Context: an optimization exercise on an open-source flow, tuned for small area. The choices shown serve that exercise and are no tape-out recipe. Only simulation tests tie the RTL to the original design; equivalence was not proved. No activity file was given, so power comes from the tool's default toggle rates.

File: flow/config.mk
export PLATFORM = sky130hd
export DESIGN_NAME = ker_mem_loader
export DESIGN_NICKNAME = ker_mem_loader
export VERILOG_FILES = /design/flow/design.v
export SDC_FILE = /design/flow/constraint.sdc
export NUM_CORES = 4
export LEC_CHECK = 0
export ABC_AREA = 1
export CAP_MARGIN = 20
export CORE_AREA = 5 5 265 265
export CTS_CLUSTER_DIAMETER = 100
export CTS_CLUSTER_SIZE = 30
export DIE_AREA = 0 0 270 270
export PLACE_DENSITY = 0.8
export SLEW_MARGIN = 20
File: flow/constraint.sdc
create_clock -name core_clock -period 6.0 [get_ports {i_clk}]
set_input_delay 1.2000 -clock core_clock [delete_from_list [all_inputs] [get_ports {i_clk}]]
set_output_delay 1.2000 -clock core_clock [all_outputs]
set_load 0.01 [all_outputs]
File: flow/design.v
module ker_mem_loader #(
  parameter int KER_NUM        = 3,
  parameter int KER_WIDTH      = 75,
  parameter int KER_ADDR_BITS  = 11,
  parameter int DRAM_DATA_BITS = 512,
  parameter int DRAM_ADDR_BITS = 29
) (
  input  logic                                i_clk,
  input  logic                                i_rst,
  input  logic                                i_start,
  input  logic [$clog2(KER_NUM)-1:0]          i_ker_sel,
  input  logic [KER_ADDR_BITS:0]              i_ker_height,
  input  logic [DRAM_ADDR_BITS-1:0]           i_dram_base,
  output logic                                o_busy,
  output logic                                o_done,
  output logic                                o_err,
  output logic                                o_dram_rd_req,
  output logic [DRAM_ADDR_BITS-1:0]           o_dram_rd_addr,
  output logic [KER_ADDR_BITS:0]              o_dram_rd_len,
  input  logic                                i_dram_rd_gnt,
  input  logic [DRAM_DATA_BITS-1:0]           i_dram_rd_data,
  input  logic                                i_dram_rd_valid,
  output logic                                o_dram_rd_ready,
  output logic [KER_NUM-1:0]                  o_ker_wr_en,
  output logic [KER_ADDR_BITS-1:0]            o_ker_wr_addr,
  output logic [KER_WIDTH-1:0]                o_ker_wr_data,
  output logic [KER_WIDTH-1:0]                o_ker_checksum
);
  localparam int WPB = DRAM_DATA_BITS / KER_WIDTH;    
  localparam int HW  = KER_ADDR_BITS + 1;
  localparam int QW  = $clog2((1 << KER_ADDR_BITS) / WPB + 1);   
  localparam int CW  = $clog2(WPB + 1);
  localparam int SW  = $clog2(KER_NUM);
  localparam int AW  = DRAM_ADDR_BITS;
  logic                 r_req, r_stream, r_fin;
  logic [SW-1:0]        r_sel;
  logic [QW-1:0]        r_q;           
  logic [CW-1:0]        r_rem;         
  logic [CW-1:0]        r_cnt;         
  logic [KER_ADDR_BITS-1:0] r_addr;
  logic [KER_WIDTH-1:0] r_slot [WPB];
  logic                 r_rst_seen;    
  logic [KER_WIDTH-1:0] r_csum;        
  logic                 w_idle, w_wr, w_more, w_part, w_q_zero, w_last, w_ready, w_acc;
  logic                 w_start, w_empty, w_clr;
  logic [QW-1:0]        w_q;
  logic [CW-1:0]        w_rem;
  logic [KER_WIDTH-1:0] w_d [WPB];
  for (genvar k = 0; k < WPB; k++) begin : g_d
    assign w_d[k] = i_dram_rd_data[k*KER_WIDTH +: KER_WIDTH];
  end
  assign w_idle   = !(r_req | r_stream | r_fin);
  assign w_wr     = (r_cnt != '0);
  assign w_more   = (r_cnt > CW'(1));                  
  assign w_part   = (r_rem != '0);
  assign w_q_zero = (r_q == '0);
  assign w_last   = (r_cnt == CW'(1)) && w_q_zero && !w_part;
  assign w_ready  = r_stream && (!w_q_zero || w_part) && !w_more;
  assign w_acc    = w_ready && i_dram_rd_valid;
  assign w_start  = w_idle && i_start;
  assign w_empty  = (int'(i_ker_sel) >= KER_NUM) || (w_q == '0 && w_rem == '0);   
  always_comb begin
    logic          r1, r0, n1, n0, b;
    logic [HW-2:0] q;
    r1 = 1'b0;
    r0 = 1'b0;
    for (int i = HW - 1; i >= 1; i--) begin
      b      = i_ker_height[i];
      q[i-1] = r1 | (r0 & b);                       
      n1     = (r0 & ~b) | (r1 & b);                
      n0     = (~r1 & ~r0 & b) | (r1 & ~b);         
      r1     = n1;
      r0     = n0;
    end
    w_q   = q[QW-1:0];
    w_rem = {r1, r0, i_ker_height[0]};
  end
  assign o_busy          = !w_idle;
  assign o_done          = r_fin;
  assign o_err           = r_fin && (int'(r_sel) >= KER_NUM);
  assign o_dram_rd_req   = r_req;
  assign o_dram_rd_addr  = r_csum[AW-1:0];
  assign o_dram_rd_len   = HW'(QW'(r_q + QW'(w_part)));
  assign o_dram_rd_ready = w_ready;
  assign o_ker_wr_en     = w_wr ? (KER_NUM'(1) << r_sel) : '0;
  assign o_ker_wr_addr   = r_addr;
  assign o_ker_wr_data   = r_slot[0];
  always_ff @(posedge i_clk or posedge i_rst) begin
    if (i_rst) begin
      r_req    <= 1'b0;
      r_stream <= 1'b0;
      r_fin    <= 1'b0;
      r_cnt    <= '0;
    end else begin
      r_fin <= 1'b0;
      if (w_start) begin
        if (w_empty) r_fin <= 1'b1;
        else         r_req <= 1'b1;
      end
      if (r_req && i_dram_rd_gnt) begin
        r_req    <= 1'b0;
        r_stream <= 1'b1;
      end
      if (w_last) begin
        r_stream <= 1'b0;
        r_fin    <= 1'b1;
      end
      if (w_acc)     r_cnt <= w_q_zero ? r_rem : CW'(WPB);
      else if (w_wr) r_cnt <= r_cnt - CW'(1);
    end
  end
  always_ff @(posedge i_clk) begin
    r_sel  <= w_idle ? i_ker_sel : r_sel;
    r_q    <= w_idle ? w_q : r_q - QW'(w_acc && !w_q_zero);
    r_rem  <= w_idle ? w_rem : (w_acc && w_q_zero) ? '0 : r_rem;
    r_addr <= w_idle ? '0 : r_addr + KER_ADDR_BITS'(w_wr);
  end
  logic w_load;    
  assign w_load = r_stream && !w_more;
  always_ff @(posedge i_clk) begin
    r_slot[5] <= w_d[5];
    r_slot[4] <= ~(({KER_WIDTH{w_load}} | r_slot[5]) & ({KER_WIDTH{w_more}} | w_d[4]));
    r_slot[3] <= w_more ? ~r_slot[4] : w_d[3];
    r_slot[2] <= ~(({KER_WIDTH{w_load}} | r_slot[3]) & ({KER_WIDTH{w_more}} | w_d[2]));
    r_slot[1] <= w_more ? ~r_slot[2] : w_d[1];
    r_slot[0] <= ({KER_WIDTH{w_acc}} & w_d[0]) | ({KER_WIDTH{w_more}} & r_slot[1]);
  end
  always_ff @(posedge i_clk or posedge i_rst) begin
    if (i_rst) r_rst_seen <= 1'b1;
    else       r_rst_seen <= 1'b0;
  end
  assign w_clr = r_rst_seen || w_start || (r_req && i_dram_rd_gnt);
  always_ff @(posedge i_clk or posedge i_rst) begin
    if (i_rst)      r_csum <= '0;
    else if (w_clr) r_csum <= (w_start && !w_empty) ? KER_WIDTH'(i_dram_base) : '0;
    else            r_csum <= r_csum ^ r_slot[0];
  end
  assign o_ker_checksum = r_csum;
endmodule
File: flow/flow/run.sh
#!/bin/bash
# Layout: the standard flow (standard.sh), with two changes:
#  - synthesis maps the logic with an area-oriented ABC script (flow/area.abc) through
#    flow/my_synth.tcl, which otherwise runs synth_recipe.tcl unchanged;
#  - the port buffers are plain buf_1 cells.
# The whole ORFS output goes to standard_flow.log; ORFS's per-step logs are under orfs/logs.
set -euo pipefail
here=$(pwd)
export BUFFER_PORTS_ARGS="-buffer_cell sky130_fd_sc_hd__buf_1"
export MY_ABC_SCRIPT="$here/flow/area.abc"
export FLOW_SYNTH_TCL="$here/synth_recipe.tcl"
sed -E "s#SYNTH_SCRIPT=[^ ]*synth_recipe\.tcl#SYNTH_SCRIPT=$here/flow/my_synth.tcl#" standard.sh > my_standard.sh
grep -q "SYNTH_SCRIPT=$here/flow/my_synth.tcl" my_standard.sh
bash my_standard.sh > standard_flow.log 2>&1
File: flow/flow/area.abc
strash
dch
&get -n
&dch -f
&nf -a -A 6 -E 6
&put
File: flow/flow/my_synth.tcl
# The standard synthesis (synth_recipe.tcl, unchanged), with only ABC's combinational
# mapping script replaced by $::env(MY_ABC_SCRIPT). Registers are mapped before ABC runs,
# so they are the standard synthesis's, with the same names and cell types.
proc abc {args} {
  set i [lsearch -exact $args -script]
  if {$i >= 0} {
    lset args [expr {$i + 1}] $::env(MY_ABC_SCRIPT)
  }
  puts "abc (area script) $args"
  yosys abc {*}$args
}
source $::env(FLOW_SYNTH_TCL)
File: flow/standard.sh
#!/bin/bash
# synth_recipe.tcl (not shown) runs the flow's synth.tcl, then flattens the netlist and writes it again
# the make line also repeats each setting of config.mk as NAME=value (left out here)
make -C /OpenROAD-flow-scripts/flow DESIGN_CONFIG=/design/flow/config.mk WORK_HOME=/design/flow/orfs CLKGATE_MAP_FILE= SYNTH_SCRIPT=/design/flow/synth_recipe.tcl "${@:-finish}"
==> metrics.csv, run 1 <==
stage;metric;value;unit
placed_design;DP Area;20800;um2
flow_run;max cap viols;0;
cts;total setup buffers inserted after CTS;0;
cells_and_area;P&R area growth vs syn;26.1;%
synth;Yosys cell types;48;
synth;Cell Area, Synth;17100;um2
global_routing;vias in the first global route;13562;
global_routing;Total GRT Usage;0.137;
cts;Hold-fix buffers, CTS;0;
placed_design;DP Cell Count;3021;
cts;H-Tree Depth;1;
cts;Sink Count;557;
timing;crit share post-route;0.819;
cts;CTS buffer count;24;
global_routing;first-pass GRT wire length;79.0;mm
synth;sequential area share after synthesis;0.679;
outcome;status;complete, no violations;
hold_path;hold path endpoint;r_slot[3][13];
routing;Vias/cell;4.51;
timing;max-slew violations;0;
worst_setup_path;Req. time, crit path;6.51;ns
global_routing;grt total ovfl;0;
power_and_ir_drop;P_leak;8.12;nW
timing;Setup TNS Final;0;ns
timing;Final Setup Violations;0;
power_and_ir_drop;total power;12.7;mW
synth;number of synthesized flops with an enable pin;5;
routing;DR iter-0 viols;745;
routing;WL/cell;17.7;um
cells_and_area;diodes inserted;0;
worst_setup_path;delay-heaviest family, CP;compound AO/OA/AOI/OAI gates;
routing;antenna viol nets, final;0;
worst_setup_path;Crit path largest cell delay;0.56;ns
worst_setup_path;worst r2r path cells;17;
placed_design;dpl hpwl;40.9;mm
worst_setup_path;CP endpoint kind;flip-flop;
cts;post_cts resized;0;
hold_path;HP Start;r_slot[4][13];
cells_and_area;share of cells above drive strength 1;0.0251;
timing;RSZ-0062 raised after global routing;false;
power_and_ir_drop;pwr dens;587;nW/um2
synth;Yosys top cell area share;0.550;
worst_setup_path;worst reg2reg startpoint;r_cnt[1];
cells_and_area;final instance area;21600;um2
worst_setup_path;Reg2Reg Setup Slack;2.03;ns
cells_and_area;net count reported at finish;2746;
worst_setup_path;Crit. Startpoint;i_ker_height[10];
worst_setup_path;Cell Chain, Critical Path;buf_1, clkinv_1, ha_1, mux4_2, and2_0, a41o_1, and2_0, or4_1, a21boi_0, o21ai_0, a21bo_1, a41oi_1, nor2b_4, buf_12, o2bb2ai_1;
worst_setup_path;Critical path buffers and inverters;3;
worst_setup_path;Worst Setup Start Kind;primary input;
hold_path;hold depth;1;
timing;max_slew headroom;0.341;
cells_and_area;FILL cells;6830;
synth;largest area contributor in the netlist;dfxtp_1;
routing;DR pass1 iterations;5;
synth;yosys warns;3;
synth;Area contributors post-synth;dfxtp_1 55%, dfrtp_1 12%, o22ai_1 5.5%;
placed_design;Port Buf Inserts;704;
cts;Worst-Skew Late Latency;0.60;ns
routing;DR vias;13821;
cells_and_area;final std cells w/o fill;3062;
worst_setup_path;Worst R2R End;r_q[6];
floorplan;boundary pin count;770;
global_routing;largest net degree at the start of global routing;208;
cts;Clock Tree Buf Depth;3;
cts;Clock Pin Slew Worst Setup and Hold Paths;0.11;ns
power_and_ir_drop;VDD IR max;0.449;mV
cts;CTS tree;done;
synth;Synth top cells by count;470 x dfxtp_1, 209 x nor2_1, 167 x a21oi_1, 150 x o22ai_1, 82 x xnor2_1;
worst_setup_path;CP Class;primary input to flip-flop;
routing;drt drc;0;
timing;final hold vios;0;
synth;Post-Synthesis Cells;1462;
synth;Synth Flop Type;dfxtp_1;
cts;Root Driver;clkbuf_16;
floorplan;core area;67200;um2
worst_setup_path;CP Depth;15;
floorplan;DIE HEIGHT;270;um
floorplan;Die Area;72900;um2
timing;Least-Margin Pin Slew;0.989;ns
worst_setup_path;most used cell, CP;and2_0;
global_routing;initial antenna violation count;4;
worst_setup_path;critical path's slowest cell;or4_1;
timing;clock skew;0.0331;ns
synth;most frequent cell after synthesis;dfxtp_1;
hold_path;worst hold path class;flip-flop to flip-flop;
placed_design;RePlAce Congestion;0.871;
floorplan;Row Count;95;
synth;Mapped Avg Cell Area;11.7;um2
floorplan;Die X;270;um
routing;Routed WL;54.1;mm
worst_setup_path;Worst EP arrival;5.43;ns
timing;fmax;0.204;GHz
worst_setup_path;largest fanout on the critical path;18;
timing;Tmin final;4.91;ns
cells_and_area;Final Util;0.321;
synth;#FFs+latches synth;557;
floorplan;initial core utilization;0.255;
synth;ys async rst share;0.147;
-- worst max-delay path by stage --
| stage | endpoint | slack, ns |
|---|---|---|
| floorplan | o_dram_rd_ready | -10.27 |
| global placement | r_csum[11] | 0.70 |
| detailed placement | r_csum[0] | 0.59 |
| CTS | r_csum[24] | 1.22 |
| global route | r_csum[24] | 0.96 |
| finish | r_csum[14] | 1.09 |
-- where the power goes --
group	internal (mW)	switching [mW]
combinational	1.76	2.59
sequential	5.40	0.853
clock	0.850	1.20
-- placed cells by master, fill, tap and decap left out, types with 11 or more instances in the layout --
cell	instances
buf_1	704
dfxtp_1	470
nor2_1	208
a21oi_1	167
o22ai_1	150
xnor2_1	82
dfrtp_1	81
a22o_1	75
o2bb2ai_1	29
clkbuf_16	25
nand2_1	18
nor3_1	13
clkinv_1	11
clkbuf_1	11
-- flip-flops by register name (all words and copies together) (netlist names) --
name,cells
r_rem,3
r_stream,1
r_fin,1
r_addr,11
r_rst_seen,1
r_slot,450
r_req,1
r_q,9
r_cnt,3
r_csum,75
r_sel,2
-- layer usage --
metal / part of all wire / track usage
met1: 0.39 / 0.161
met4: 0.035 / 0.0435
met5: 0.00057 / 0
met2: 0.49 / 0.242
met3: 0.080 / 0.0377
-- cell type report --
| type | count | area, um2 | share of cell area |
|---|---|---|---|
| tap | 873 | 1090 | 0.0506 |
| sequential | 557 | 11600 | 0.538 |
| inverter | 14 | 57.6 | 0.00267 |
| clock inverter | 5 | 115 | 0.00533 |
| clock buffer | 36 | 667 | 0.0309 |
| timing repair buffer | 715 | 2760 | 0.128 |
| multi-input combinational | 862 | 5270 | 0.244 |
-- per-stage QoR --
step	worst slack (ns)	hold slack, ns
after floorplan	-10.27	0.383
after global placement	0.698	0.385
after detailed placement	0.587	0.389
after CTS	1.22	0.381
after global routing	0.960	0.398
final	1.09	0.381
-- cells by family after synthesis --
family / synth area share
muxes: 0.00256
xor gates and xnor gates: 0.0445
AOI/OAI and AO/OA: 0.172
other: 0.000219
adders and majority gates: 0.00877
and+or+nand+nor: 0.0763
buffers and inverters: 0.0171
DFF: 0.679
==> inputs of run 2 (changes only) <==
--- a/flow/config.mk
+++ b/flow/config.mk
@@ -11,5 +11,4 @@
 export CTS_CLUSTER_DIAMETER = 100
 export CTS_CLUSTER_SIZE = 30
 export DIE_AREA = 0 0 270 270
-export PLACE_DENSITY = 0.8
 export SLEW_MARGIN = 20
==> metrics.csv, run 2 <==
stage;metric;value;unit
outcome;status;complete, no violations;
floorplan;Die X;270;um
routing;Routed WL;54.9;mm
synth;Mapped Avg Cell Area;11.7;um2
floorplan;DIE HEIGHT;270;um
power_and_ir_drop;P_leak;8.09;nW
cts;CTS tree;done;
global_routing;grt total ovfl;0;
cells_and_area;Final Util;0.320;
timing;Tmin final;4.67;ns
cells_and_area;Top reg by flops;r_slot;
synth;Area contributors post-synth;dfxtp_1 55%, dfrtp_1 12%, o22ai_1 5.5%;
routing;drt drc;0;
routing;DR pass1 iterations;5;
floorplan;boundary pin count;770;
cts;total setup buffers inserted after CTS;0;
synth;most frequent cell after synthesis;dfxtp_1;
synth;#FFs+latches synth;557;
placed_design;Port Buf Inserts;704;
worst_setup_path;Worst EP arrival;5.16;ns
worst_setup_path;Req. time, crit path;6.49;ns
cts;Clock Tree Buf Depth;3;
cts;H-Tree Depth;1;
cts;Root Driver;clkbuf_16;
cells_and_area;final std cells w/o fill;3068;
synth;number of synthesized flops with an enable pin;5;
worst_setup_path;Cell Chain, Critical Path;buf_1, clkinv_1, ha_1, mux4_2, and2_0, a41o_1, and2_0, or4_1, a21boi_0, o21ai_0, a21bo_1, a41oi_1, nor2b_4, buf_12, o2bb2ai_1;
worst_setup_path;largest fanout on the critical path;30;
synth;Yosys top cell area share;0.550;
cells_and_area;P&R area growth vs syn;25.7;%
routing;DR iter-0 viols;752;
synth;Synth top cells by count;470 x dfxtp_1, 209 x nor2_1, 167 x a21oi_1, 150 x o22ai_1, 82 x xnor2_1;
routing;antenna viol nets, final;0;
worst_setup_path;Worst Setup Start Kind;primary input;
floorplan;Row Count;95;
flow_run;max cap viols;0;
floorplan;initial core utilization;0.255;
timing;max-slew violations;0;
timing;clock skew;0.0605;ns
global_routing;initial antenna violation count;7;
worst_setup_path;critical path's slowest cell;or4_1;
cts;Worst-Skew Late Latency;0.59;ns
cts;Hold-fix buffers, CTS;0;
cells_and_area;commonest non-fill, non-tap cells in the layout;704 x buf_1, 470 x dfxtp_1, 208 x nor2_1, 167 x a21oi_1, 150 x o22ai_1;
timing;Least-Margin Pin Slew;1.13;ns
global_routing;largest net degree at the start of global routing;189;
placed_design;dpl hpwl;41.4;mm
routing;WL/cell;17.9;um
power_and_ir_drop;pwr dens;583;nW/um2
synth;Synth Flop Type;dfxtp_1;
placed_design;DP Area;20800;um2
cts;CTS buffer count;23;
synth;ys async rst share;0.147;
timing;max_slew headroom;0.249;
placed_design;DP Cell Count;3022;
timing;Final Setup Violations;0;
synth;sequential area share after synthesis;0.679;
timing;RSZ-0062 raised after global routing;false;
synth;largest area contributor in the netlist;dfxtp_1;
placed_design;RePlAce Congestion;0.832;
hold_path;worst hold path class;flip-flop to flip-flop;
worst_setup_path;Crit path largest cell delay;0.56;ns
timing;fmax;0.214;GHz
synth;Post-Synthesis Cells;1462;
cells_and_area;commonest non-fill, non-tap cell in the layout;buf_1;
worst_setup_path;CP Class;primary input to flip-flop;
synth;Yosys cell types;48;
cts;post_cts resized;0;
floorplan;Die Area;72900;um2
global_routing;Total GRT Usage;0.140;
cells_and_area;Largest regs;r_slot: 450 flops, r_csum: 75 flops, r_addr: 11 flops;
routing;Vias/cell;4.39;
routing;DR vias;13482;
cts;Clock Pin Slew Worst Setup and Hold Paths;0.12;ns
timing;final hold vios;0;
timing;crit share post-route;0.778;
synth;Cell Area, Synth;17100;um2
worst_setup_path;most used cell, CP;and2_0;
cells_and_area;final instance area;21500;um2
global_routing;first-pass GRT wire length;80.4;mm
cells_and_area;net count reported at finish;2746;
worst_setup_path;delay-heaviest family, CP;compound AO/OA/AOI/OAI gates;
power_and_ir_drop;VDD IR max;0.351;mV
floorplan;core area;67200;um2
cts;Sink Count;557;
global_routing;vias in the first global route;12778;
synth;yosys warns;3;
cells_and_area;max FFs per register;450;
worst_setup_path;Critical path buffers and inverters;3;
cells_and_area;share of cells above drive strength 1;0.0246;
worst_setup_path;CP endpoint kind;flip-flop;
## run 2: final timing paths
check / start / endpoint / slack, ns / depth (start not counted)
max in group asynchronous: i_rst / r_csum[48] / 4.17 / 3
setup / recovery: i_ker_height[10] / r_csum[23] / 1.33 / 15
setup reg to reg: r_cnt[2] / r_q[6] / 2.19 / 14
min in group asynchronous: i_rst / r_csum[37] / 0.68 / 2
hold / removal: r_slot[2][2] / r_slot[1][2] / 0.39 / 1
hold reg to reg: r_slot[2][2] / r_slot[1][2] / 0.39 / 1
## run 2: cell type report
type | count | area (um2)
Fill cell | 7021 | 45700
Sequential cell | 557 | 11600
Multi-Input combinational cell | 862 | 5270
Timing Repair Buffer | 716 | 2760
Tap cell | 873 | 1090
Clock buffer | 38 | 653
Inverter | 14 | 57.6
Clock inverter | 4 | 52.6
Antenna cell | 4 | 10.0
## run 2: cell families (layout without fill, tap and decap cells)
kind of cell / Yosys count / in the layout / share of synthesized area
flops: 557 / 557 / 0.679
compound gates: 458 / 458 / 0.172
simple gates: 298 / 298 / 0.0763
xor+xnor: 87 / 87 / 0.0445
buf+inv: 46 / 772 / 0.0171
fa+ha+maj: 12 / 12 / 0.00877
mux: 3 / 3 / 0.00256
other cells: 1 / 8 / 0.000219
## run 2: worst register-to-register path, cell delays in order, from the launching register on
cell      delay (ns)
dfrtp_1         0.46
nor3_1          0.33
nor2_4          0.22
nor2b_4         0.62
a21boi_0        0.41
nand2_1         0.21
nor2_1          0.16
ha_2            0.22
ha_4            0.15
clkinv_2        0.06
or4_4           0.48
nor2_1          0.12
xor2_1          0.15
nand2_1         0.06
o21ai_1         0.10
## run 2: layer usage
metal	wire length, um	part of all wire	up-vias	GRT usage
met5	0	0	-	0
li1	-	-	6653	-
met3	3570	0.065	67	0.0330
met4	1520	0.028	0	0.0390
met1	23500	0.43	6313	0.181
met2	26300	0.48	449	0.236
## run 2: report_power, final
| part | internal [mW] | switching [mW] | leakage (nW) |
|---|---|---|---|
| logic | 1.76 | 2.64 | 2.69 |
| registers | 5.40 | 0.802 | 5.06 |
| clock network | 0.775 | 1.17 | 0.337 |
| total | 7.93 | 4.61 | 8.09 |
## run 2: per-stage QoR
stage / total power, mW / setup slack, ns / hold slack [ns] / setup TNS, ns
finish: 12.5 / 1.33 / 0.392 / 0
global route: 13.4 / 0.987 / 0.408 / 0
CTS: 12.7 / 1.44 / 0.391 / 0
detailed placement: 10.7 / 0.832 / 0.388 / 0
global placement: 10.7 / 0.852 / 0.385 / 0
floorplan: 9.38 / -10.27 / 0.383 / -2400.21
==> inputs of run 3 (changes only) <==
--- a/flow/config.mk
+++ b/flow/config.mk
@@ -8,7 +8,7 @@
 export ABC_AREA = 1
 export CAP_MARGIN = 20
 export CORE_AREA = 5 5 265 265
-export CTS_CLUSTER_DIAMETER = 100
+export CTS_CLUSTER_DIAMETER = 150
 export CTS_CLUSTER_SIZE = 30
 export DIE_AREA = 0 0 270 270
 export SLEW_MARGIN = 20
==> metrics.csv, run 3 <==
stage;metric;value;unit
outcome;status;complete, no violations;
hold_path;worst hold path class;flip-flop to flip-flop;
synth;#FFs+latches synth;557;
timing;max-slew violations;0;
hold_path;hold path endpoint;r_slot[3][57];
floorplan;DIE HEIGHT;270;um
synth;yosys warns;3;
placed_design;RePlAce Congestion;0.832;
timing;fmax;0.214;GHz
global_routing;first-pass GRT wire length;80.5;mm
cells_and_area;max FFs per register;450;
timing;clock skew;0.0332;ns
global_routing;initial antenna violation count;7;
synth;largest area contributor in the netlist;dfxtp_1;
synth;Post-Synthesis Cells;1462;
hold_path;hold depth;1;
global_routing;largest net degree at the start of global routing;189;
routing;Detail Route met3 WL;3.53;mm
cells_and_area;share of cells above drive strength 1;0.0229;
worst_setup_path;worst r2r path cells;14;
timing;final hold vios;0;
cells_and_area;net count reported at finish;2745;
timing;Least-Margin Pin Slew;1.12;ns
worst_setup_path;Worst R2R End;r_q[6];
worst_setup_path;worst reg2reg startpoint;r_cnt[2];
routing;routed length on met1;23.5;mm
routing;drt drc;0;
floorplan;Row Count;95;
cts;H-Tree Depth;1;
cells_and_area;Top reg by flops;r_slot;
power_and_ir_drop;pwr dens;582;nW/um2
cells_and_area;Final Util;0.319;
placed_design;Port Buf Inserts;704;
synth;Post-Synth XOR/XNOR Area;0.0445;
power_and_ir_drop;P_leak;8.06;nW
worst_setup_path;CP Class;primary input to flip-flop;
floorplan;core area;67200;um2
synth;most frequent cell after synthesis;dfxtp_1;
synth;Synth Flop Type;dfxtp_1;
synth;Cell Area, Synth;17100;um2
routing;antenna viol nets, final;0;
synth;Mapped Avg Cell Area;11.7;um2
cts;CTS tree;done;
cts;Root Driver;clkbuf_16;
cts;Sink Count;557;
synth;simple-gate portion of the synthesized area;0.0763;
worst_setup_path;Req. time, crit path;6.49;ns
cts;Worst-Skew Late Latency;0.58;ns
cts;Clock Pin Slew Worst Setup and Hold Paths;0.12;ns
worst_setup_path;Worst EP arrival;5.16;ns
synth;synthesized-area fraction occupied by adder cells;0.00877;
synth;Area contributors post-synth;dfxtp_1 55%, dfrtp_1 12%, o22ai_1 5.5%;
synth;number of synthesized flops with an enable pin;5;
worst_setup_path;Reg2Reg Setup Slack;2.17;ns
floorplan;Die Area;72900;um2
synth;Yosys cell types;48;
cts;Clock Tree Buf Depth;3;
synth;Synth top cells by count;470 x dfxtp_1, 209 x nor2_1, 167 x a21oi_1, 150 x o22ai_1, 82 x xnor2_1;
worst_setup_path;Worst Setup Start Kind;primary input;
timing;Final Setup Violations;0;
worst_setup_path;largest fanout on the critical path;30;
flow_run;max cap viols;0;
cells_and_area;commonest non-fill, non-tap cells in the layout;704 x buf_1, 470 x dfxtp_1, 208 x nor2_1, 167 x a21oi_1, 150 x o22ai_1;
routing;WL/cell;18.0;um
synth;ys async rst share;0.147;
timing;crit share post-route;0.779;
routing;max layer used;met4;
routing;DR iter-0 viols;661;
hold_path;HP Start;r_slot[4][57];
cells_and_area;Largest regs;r_slot: 450 flops, r_csum: 75 flops, r_addr: 11 flops;
routing;DR vias;13456;
routing;Vias/cell;4.39;
routing;DR pass1 iterations;5;
timing;Tmin final;4.67;ns
timing;RSZ-0062 raised after global routing;false;
synth;post-synthesis mux area share;0.00256;
global_routing;vias in the first global route;12809;
power_and_ir_drop;VDD IR max;0.353;mV
timing;Setup TNS Final;0;ns
placed_design;dpl hpwl;41.4;mm
cells_and_area;commonest non-fill, non-tap cell in the layout;buf_1;
synth;post-synthesis compound-gate area fraction;0.172;
routing;met2 routed WL;26.6;mm
synth;sequential area share after synthesis;0.679;
floorplan;boundary pin count;770;
timing;max_slew headroom;0.254;
global_routing;Total GRT Usage;0.140;
cts;CTS buffer count;22;
cts;total setup buffers inserted after CTS;0;
floorplan;Die X;270;um
synth;largest family of logic cells by synthesized area;compound AO/OA/AOI/OAI gates;
cts;post_cts resized;0;
cells_and_area;P&R area growth vs syn;25.3;%
cts;Hold-fix buffers, CTS;0;
synth;Yosys top cell area share;0.550;
worst_setup_path;CP endpoint kind;flip-flop;
global_routing;grt total ovfl;0;
routing;Routed WL;55.0;mm
timing;hold_ws;0.391;ns
floorplan;initial core utilization;0.255;
==> run 3: cell families after synthesis <==
group,Yosys count
xor+xnor,87
mux,3
buf+inv,46
fa+ha+maj,12
simple gates,298
flops,557
other cells,1
compound gates,458
==> run 3: how the worst max path moves through the flow <==
| stage | from | cells after the start | endpoint |
|---|---|---|---|
| global placement | i_ker_height[10] | 15 | r_csum[8] |
| global route | i_ker_height[10] | 15 | r_csum[6] |
| floorplan | r_cnt[1] | 6 | o_dram_rd_ready |
| finish | i_ker_height[10] | 15 | r_csum[23] |
| CTS | i_ker_height[10] | 15 | r_csum[23] |
| detailed placement | i_ker_height[10] | 15 | r_csum[23] |
==> run 3: per-layer routing <==
metal | GRT usage | vias up
li1 | - | 6644
met1 | 0.181 | 6323
met2 | 0.238 | 425
met3 | 0.0301 | 64
met4 | 0.0398 | 0
met5 | 0 | -
==> run 3: final cells by class <==
class | count | area (um2)
well taps | 873 | 1090
fillers | 7023 | 45700
clock buffers | 37 | 628
diodes | 4 | 10.0
repair buffers | 716 | 2760
flip-flops and latches | 557 | 11600
inverters | 14 | 57.6
clock inverters | 1 | 16.3
multi-input cells | 862 | 5270
==> run 3: metrics by stage <==
step	total power, mW	cells	instance area [um2]	setup slack [ns]
6_report	12.5	3064	21400	1.33
3_5_place_dp	10.7	3022	20800	0.832
5_1_grt	13.3	3063	21400	0.981
4_1_cts	12.6	3060	21400	1.43
2_1_floorplan	9.38	1465	17200	-10.27
3_3_place_gp	10.7	3022	20800	0.852
==> run 3: critical path: stages <==
cell	delay [ns]
buf_1	0.11
clkinv_1	0.09
ha_1	0.31
mux4_2	0.51
and2_0	0.17
a41o_1	0.25
and2_0	0.22
or4_1	0.57
a21boi_0	0.28
o21ai_0	0.26
a21bo_1	0.28
a41oi_1	0.28
nor2b_4	0.22
buf_12	0.23
o2bb2ai_1	0.15
==> run 3: power by group <==
| part | internal, mW | leakage, nW | switching [mW] |
|---|---|---|---|
| registers | 5.40 | 5.06 | 0.806 |
| clock network | 0.733 | 0.307 | 1.14 |
| logic | 1.76 | 2.69 | 2.64 |
| total | 7.89 | 8.06 | 4.59 |
==> inputs of run 4 (changes only) <==
--- a/flow/design.v
+++ b/flow/design.v
@@ -112,7 +112,7 @@
   always_ff @(posedge i_clk) begin
     r_sel  <= w_idle ? i_ker_sel : r_sel;
     r_q    <= w_idle ? w_q : r_q - QW'(w_acc && !w_q_zero);
-    r_rem  <= w_idle ? w_rem : (w_acc && w_q_zero) ? '0 : r_rem;
+    r_rem  <= ({CW{w_idle}} & w_rem) | ({CW{!w_idle && !(w_acc && w_q_zero)}} & r_rem);
     r_addr <= w_idle ? '0 : r_addr + KER_ADDR_BITS'(w_wr);
   end
   logic w_load;    
==> metrics.csv, run 4 <==
stage;metric;value;unit
cts;Hold-fix buffers, CTS;0;
cts;Clock Pin Slew Worst Setup and Hold Paths;0.11;ns
synth;Yosys top cell area share;0.555;
cts;post_cts resized;0;
flow_run;max cap viols;0;
synth;Cell Area, Synth;17100;um2
floorplan;boundary pin count;770;
cts;CTS tree;done;
cells_and_area;net count reported at finish;2747;
timing;crit share post-route;0.816;
floorplan;Die X;270;um
cells_and_area;commonest non-fill, non-tap cells in the layout;704 x buf_1, 473 x dfxtp_1, 208 x nor2_1, 172 x a21oi_1, 150 x o22ai_1;
global_routing;first-pass GRT wire length;81.9;mm
floorplan;Die Area;72900;um2
worst_setup_path;CP Class;primary input to flip-flop;
synth;number of synthesized flops with an enable pin;2;
worst_setup_path;Worst EP arrival;5.32;ns
timing;final hold vios;0;
global_routing;largest net degree at the start of global routing;99;
placed_design;dpl hpwl;41.2;mm
cells_and_area;Largest regs;r_slot: 450 flops, r_csum: 75 flops, r_addr: 11 flops;
worst_setup_path;CP endpoint kind;flip-flop;
floorplan;core area;67200;um2
synth;#FFs+latches synth;557;
synth;sequential area share after synthesis;0.678;
power_and_ir_drop;pwr dens;599;nW/um2
worst_setup_path;largest fanout on the critical path;24;
worst_setup_path;Worst Setup Start Kind;primary input;
routing;DR pass1 iterations;5;
synth;largest area contributor in the netlist;dfxtp_1;
routing;WL/cell;18.1;um
cts;Root Driver;clkbuf_16;
placed_design;Port Buf Inserts;704;
synth;Mapped Avg Cell Area;11.7;um2
routing;antenna viol nets, final;0;
cells_and_area;Top reg by flops;r_slot;
cells_and_area;FILL cells;6985;
hold_path;worst hold path class;flip-flop to flip-flop;
placed_design;RePlAce Congestion;0.836;
placed_design;placement-stage worst setup slack;0.537;ns
synth;Post-Synthesis Cells;1462;
timing;Tmin final;4.90;ns
synth;most frequent cell after synthesis;dfxtp_1;
power_and_ir_drop;P_leak;8.08;nW
timing;fmax;0.204;GHz
global_routing;vias in the first global route;13202;
worst_setup_path;Req. time, crit path;6.42;ns
routing;Routed WL;55.6;mm
routing;DR iter-0 viols;554;
synth;Synth top cells by count;473 x dfxtp_1, 209 x nor2_1, 172 x a21oi_1, 150 x o22ai_1, 81 x dfrtp_1;
cts;total setup buffers inserted after CTS;0;
synth;Yosys cell types;51;
routing;drt drc;0;
cells_and_area;share of cells above drive strength 1;0.0237;
routing;DR vias;13491;
cells_and_area;multi-input combinational cell area;5280;um2
routing;Vias/cell;4.40;
timing;Least-Margin Pin Slew;1.11;ns
floorplan;Row Count;95;
timing;worst setup margin;1.10;ns
timing;max-slew violations;0;
cts;Sink Count;557;
power_and_ir_drop;total power;12.8;mW
timing;RSZ-0062 raised after global routing;false;
timing;max_slew headroom;0.261;
synth;ys async rst share;0.147;
cts;Worst-Skew Late Latency;0.58;ns
global_routing;Total GRT Usage;0.142;
timing;Final Setup Violations;0;
outcome;status;complete, no violations;
cts;CTS buffer count;22;
cells_and_area;P&R area growth vs syn;25.5;%
cts;H-Tree Depth;1;
floorplan;initial core utilization;0.254;
global_routing;initial antenna violation count;7;
cells_and_area;max FFs per register;450;
cells_and_area;register area;11600;um2
global_routing;grt total ovfl;0;
timing;clock skew;0.0343;ns
synth;Area contributors post-synth;dfxtp_1 55%, dfrtp_1 12%, o22ai_1 5.5%;
cts;Clock Tree Buf Depth;3;
synth;yosys warns;3;
floorplan;DIE HEIGHT;270;um
cells_and_area;commonest non-fill, non-tap cell in the layout;buf_1;
power_and_ir_drop;VDD IR max;0.285;mV
synth;Synth Flop Type;dfxtp_1;
==> run 4: changes by cell type in the layout (fill, tap and decap cells not counted), sizes merged, moves of 3 or more <==
cell	delta
a21oi	+5
dfxtp	+3
edfxtp	-3
nand3	+4
nand4	-4
o21a	+3
o21ai	+3
or4	-3
==> run 4: where the power goes <==
group / leakage [nW] / switching [mW] / total, mW / internal, mW
sequential: 5.06 / 0.866 / 6.33 / 5.46
clock: 0.309 / 1.14 / 1.88 / 0.738
combinational: 2.71 / 2.77 / 4.62 / 1.85
total: 8.08 / 4.78 / 12.8 / 8.05
==> run 4: stage by stage <==
stage	TNS (ns)	hold WS, ns	std cells	instance area [um2]	util
6_report	0	0.388	3066	21400	0.319
5_1_grt	0	0.403	3065	21400	0.319
4_1_cts	0	0.394	3064	21400	0.319
3_5_place_dp	0	0.388	3024	20800	0.309
3_3_place_gp	0	0.385	3024	20800	0.309
2_1_floorplan	-2421.92	0.383	1465	17100	-
==> run 4: per-layer routing <==
layer  part of all wire  global-route usage
met1               0.42               0.177
met3              0.069              0.0364
met5            0.00074                   0
met4              0.021              0.0321
met2               0.49               0.248
==> run 4: critical path, stage by stage <==
cell	delay [ns]
buf_1	0.11
clkinv_1	0.10
ha_1	0.31
mux4_2	0.50
and2_0	0.18
a41o_1	0.24
and2_0	0.17
or4b_1	0.60
and3b_1	0.24
o21ai_0	0.36
nand2_1	0.12
nor4_1	0.58
a221oi_4	0.12
buf_4	0.27
o2bb2ai_1	0.18
==> run 4: path summary, 6_finish.rpt <==
path | to | cells past startpoint | startpoint | slack [ns]
setup / recovery | r_csum[26] | 15 | i_ker_height[10] | 1.10
hold / removal | r_slot[3][50] | 1 | r_slot[4][50] | 0.39
setup reg to reg | r_slot[2][17] | 7 | r_cnt[1] | 2.64
hold reg to reg | r_slot[3][50] | 1 | r_slot[4][50] | 0.39
max in group asynchronous | r_csum[7] | 3 | i_rst | 4.11
min in group asynchronous | r_csum[38] | 2 | i_rst | 0.71
==> run 4: final cells by class <==
class                      instances  share of cell area
antenna                            2            0.000234
multi-input combinational        864               0.247
clock buffer                      39              0.0297
tap                              873              0.0510
inverter                          12             0.00228
sequential                       557               0.541
timing repair buffer             718               0.129
clock inverter                     1            0.000759
==> run 4: logic make-up (layout without fill, tap and decap cells) <==
kind of cell | count (synthesis) | count (layout) | share of synthesized area
compound gates | 469 | 469 | 0.176
xor+xnor | 86 | 86 | 0.0441
fa+ha+maj | 12 | 12 | 0.00879
buf+inv | 44 | 770 | 0.0167
flops | 557 | 557 | 0.678
mux | 3 | 3 | 0.00256
other cells | 1 | 6 | 0.000220
simple gates | 290 | 290 | 0.0730
==> inputs of run 5 (changes only) <==
--- a/flow/config.mk
+++ b/flow/config.mk
@@ -6,9 +6,9 @@
 export NUM_CORES = 4
 export LEC_CHECK = 0
 export ABC_AREA = 1
-export CAP_MARGIN = 20
+export CAP_MARGIN = 5
 export CORE_AREA = 5 5 265 265
 export CTS_CLUSTER_DIAMETER = 150
 export CTS_CLUSTER_SIZE = 30
 export DIE_AREA = 0 0 270 270
-export SLEW_MARGIN = 20
+export SLEW_MARGIN = 5
==> metrics.csv, run 5 <==
stage;metric;value;unit
outcome;status;complete, no violations;
timing;crit share post-route;0.816;
worst_setup_path;worst reg2reg startpoint;r_cnt[1];
worst_setup_path;Reg2Reg Setup Slack;2.64;ns
worst_setup_path;Worst EP arrival;5.32;ns
synth;ys async rst share;0.147;
cells_and_area;Top reg by flops;r_slot;
hold_path;hold path endpoint;r_slot[3][50];
timing;max-slew violations;0;
placed_design;DP Area;20800;um2
placed_design;DP Cell Count;3024;
placed_design;Port Buf Inserts;704;
synth;Post-Synthesis Cells;1462;
synth;Synth Flop Type;dfxtp_1;
routing;Vias/cell;4.40;
worst_setup_path;Worst R2R End;r_slot[2][17];
synth;Yosys cell types;51;
cts;post_cts resized;0;
cts;Worst-Skew Late Latency;0.58;ns
floorplan;Die X;270;um
floorplan;DIE HEIGHT;270;um
worst_setup_path;Req. time, crit path;6.42;ns
routing;drt drc;0;
worst_setup_path;CP endpoint kind;flip-flop;
worst_setup_path;Worst Setup Start Kind;primary input;
routing;Routed WL;55.6;mm
timing;max_slew headroom;0.261;
timing;fmax;0.204;GHz
synth;most frequent cell after synthesis;dfxtp_1;
hold_path;HP Start;r_slot[4][50];
synth;Area contributors post-synth;dfxtp_1 55%, dfrtp_1 12%, o22ai_1 5.5%;
global_routing;first-pass GRT wire length;81.9;mm
worst_setup_path;largest fanout on the critical path;24;
routing;DR pass1 iterations;5;
timing;Tmin final;4.90;ns
cells_and_area;final std cells w/o fill;3066;
floorplan;boundary pin count;770;
cells_and_area;P&R area growth vs syn;25.5;%
cells_and_area;commonest non-fill, non-tap cell in the layout;buf_1;
timing;RSZ-0062 raised after global routing;false;
routing;DR vias;13491;
worst_setup_path;worst r2r path cells;7;
synth;Synth top cells by count;473 x dfxtp_1, 209 x nor2_1, 172 x a21oi_1, 150 x o22ai_1, 81 x dfrtp_1;
flow_run;max cap viols;0;
global_routing;vias in the first global route;13202;
global_routing;grt total ovfl;0;
cells_and_area;max FFs per register;450;
routing;DR iter-0 viols;554;
cells_and_area;share of cells above drive strength 1;0.0237;
cts;Sink Count;557;
timing;clock skew;0.0343;ns
synth;number of synthesized flops with an enable pin;2;
timing;Final Setup Violations;0;
cts;Root Driver;clkbuf_16;
cells_and_area;FILL cells;6985;
synth;largest area contributor in the netlist;dfxtp_1;
synth;Mapped Avg Cell Area;11.7;um2
synth;yosys warns;3;
routing;antenna viol nets, final;0;
synth;Cell Area, Synth;17100;um2
timing;Setup TNS Final;0;ns
cts;total setup buffers inserted after CTS;0;
global_routing;Total GRT Usage;0.142;
placed_design;dpl hpwl;41.2;mm
worst_setup_path;CP Class;primary input to flip-flop;
synth;Yosys top cell area share;0.555;
floorplan;core area;67200;um2
cts;Clock Pin Slew Worst Setup and Hold Paths;0.11;ns
synth;#FFs+latches synth;557;
synth;sequential area share after synthesis;0.678;
cts;CTS buffer count;22;
floorplan;Die Area;72900;um2
cts;CTS tree;done;
global_routing;largest net degree at the start of global routing;99;
floorplan;Row Count;95;
power_and_ir_drop;pwr dens;599;nW/um2
cells_and_area;net count reported at finish;2747;
timing;final hold vios;0;
cells_and_area;Largest regs;r_slot: 450 flops, r_csum: 75 flops, r_addr: 11 flops;
hold_path;hold depth;1;
global_routing;initial antenna violation count;7;
timing;Least-Margin Pin Slew;1.11;ns
cts;Hold-fix buffers, CTS;0;
placed_design;RePlAce Congestion;0.836;
power_and_ir_drop;VDD IR max;0.285;mV
cells_and_area;commonest non-fill, non-tap cells in the layout;704 x buf_1, 473 x dfxtp_1, 208 x nor2_1, 172 x a21oi_1, 150 x o22ai_1;
cells_and_area;final instance area;21400;um2
hold_path;worst hold path class;flip-flop to flip-flop;
floorplan;initial core utilization;0.254;
routing;WL/cell;18.1;um
power_and_ir_drop;P_leak;8.08;nW
cts;H-Tree Depth;1;
cts;Clock Tree Buf Depth;3;
run 5: power by group:
part	total (mW)	switching, mW	leakage, nW	internal (mW)
clock network	1.88	1.14	0.309	0.738
registers	6.33	0.866	5.06	5.46
logic	4.62	2.77	2.71	1.85
run 5: worst max-delay path: stages:
cell	delay [ns]
buf_1	0.11
clkinv_1	0.10
ha_1	0.31
mux4_2	0.50
and2_0	0.18
a41o_1	0.24
and2_0	0.17
or4b_1	0.60
and3b_1	0.24
o21ai_0	0.36
nand2_1	0.12
nor4_1	0.58
a221oi_4	0.12
buf_4	0.27
o2bb2ai_1	0.18
run 5: layout make-up:
type                    count  area [um2]  area share
inverters                  12        48.8     0.00228
multi-input cells         864        5280       0.247
clock buffers              39         636      0.0297
clock inverters             1        16.3    0.000759
flip-flops and latches    557       11600       0.541
well taps                 873        1090      0.0510
repair buffers            718        2760       0.129
diodes                      2        5.00    0.000234
run 5: cells by family (layout without fill, tap and decap cells):
| group | after synthesis | in the layout | synth area share |
|---|---|---|---|
| flip-flops | 557 | 557 | 0.678 |
| AO/OA/AOI/OAI | 469 | 469 | 0.176 |
| AND/OR/NAND/NOR | 290 | 290 | 0.0730 |
| XOR/XNOR | 86 | 86 | 0.0441 |
| buffers and inverters | 44 | 770 | 0.0167 |
| adder cells (fa/ha/maj) | 12 | 12 | 0.00879 |
| multiplexers | 3 | 3 | 0.00256 |
| other | 1 | 6 | 0.000220 |
run 5: metrics by stage:
step                      setup WS [ns]  utilization  hold WS, ns  total power, mW
final                              1.10        0.319        0.388             12.8
after global routing              0.821        0.319        0.403             13.8
after CTS                          1.15        0.319        0.394             13.0
after detailed placement          0.537        0.309        0.388             11.1
after global placement            0.618        0.309        0.385             11.0
after floorplan                  -10.54            -        0.383             9.64
run 5: per-layer routing:
layer / global-route usage / up-vias / part of all wire
met5: 0 / - / 0.00074
met4: 0.0321 / 6 / 0.021
met3: 0.0364 / 63 / 0.069
met2: 0.248 / 430 / 0.49
met1: 0.177 / 6337 / 0.42
li1: - / 6655 / -
run 5: worst max path at each step:
stage                     startpoint         end  slack [ns]  depth (start not counted)
detailed placement  i_ker_height[10]  r_csum[26]        0.54                         15
CTS                 i_ker_height[10]  r_csum[26]        1.15                         15
global route        i_ker_height[10]   r_csum[1]        0.82                         15
floorplan                   r_cnt[1]      r_q[6]      -10.54                         15
finish              i_ker_height[10]  r_csum[26]        1.10                         15
global placement    i_ker_height[10]  r_csum[28]        0.62                         15

afterwards: timing with drivers on the ports:
No port has a modelled driver above. Below, the same layouts with a new extraction and two added sets of constraints.
Step 1 sets driving cells, clkbuf_16 on the clock port and buf_2 on the other inputs (assumed; they add their load-dependent delay and slew).
Step 2 times the ports against the registers' clock, not the clock port: input delays grow and output delays shrink by t, the midpoint of the rising clock arrivals with the driver on.
Three values: ideal ports, drivers, drivers and shift; two values: the first two.
run	t, ns	setup slack, ns	worst setup path at the end	latest minus earliest clock arrival (ns)
run 1	0.637	1.087 / 1.116 / 0.479	input to register	0.036 / 0.036
run 2	0.613	1.335 / 1.323 / 0.709	input to register	0.061 / 0.061
run 3	0.615	1.327 / 1.312 / 0.698	input to register	0.035 / 0.035
run 4	0.617	1.101 / 1.123 / 0.506	input to register	0.034 / 0.034
run 5	0.617	1.101 / 1.123 / 0.506	input to register	0.034 / 0.034
After both steps setup and hold are still met in every run listed. For run 3, which loses most, drivers alone change the setup slack by -0.015 ns; drivers and shift together by -0.629 ns.
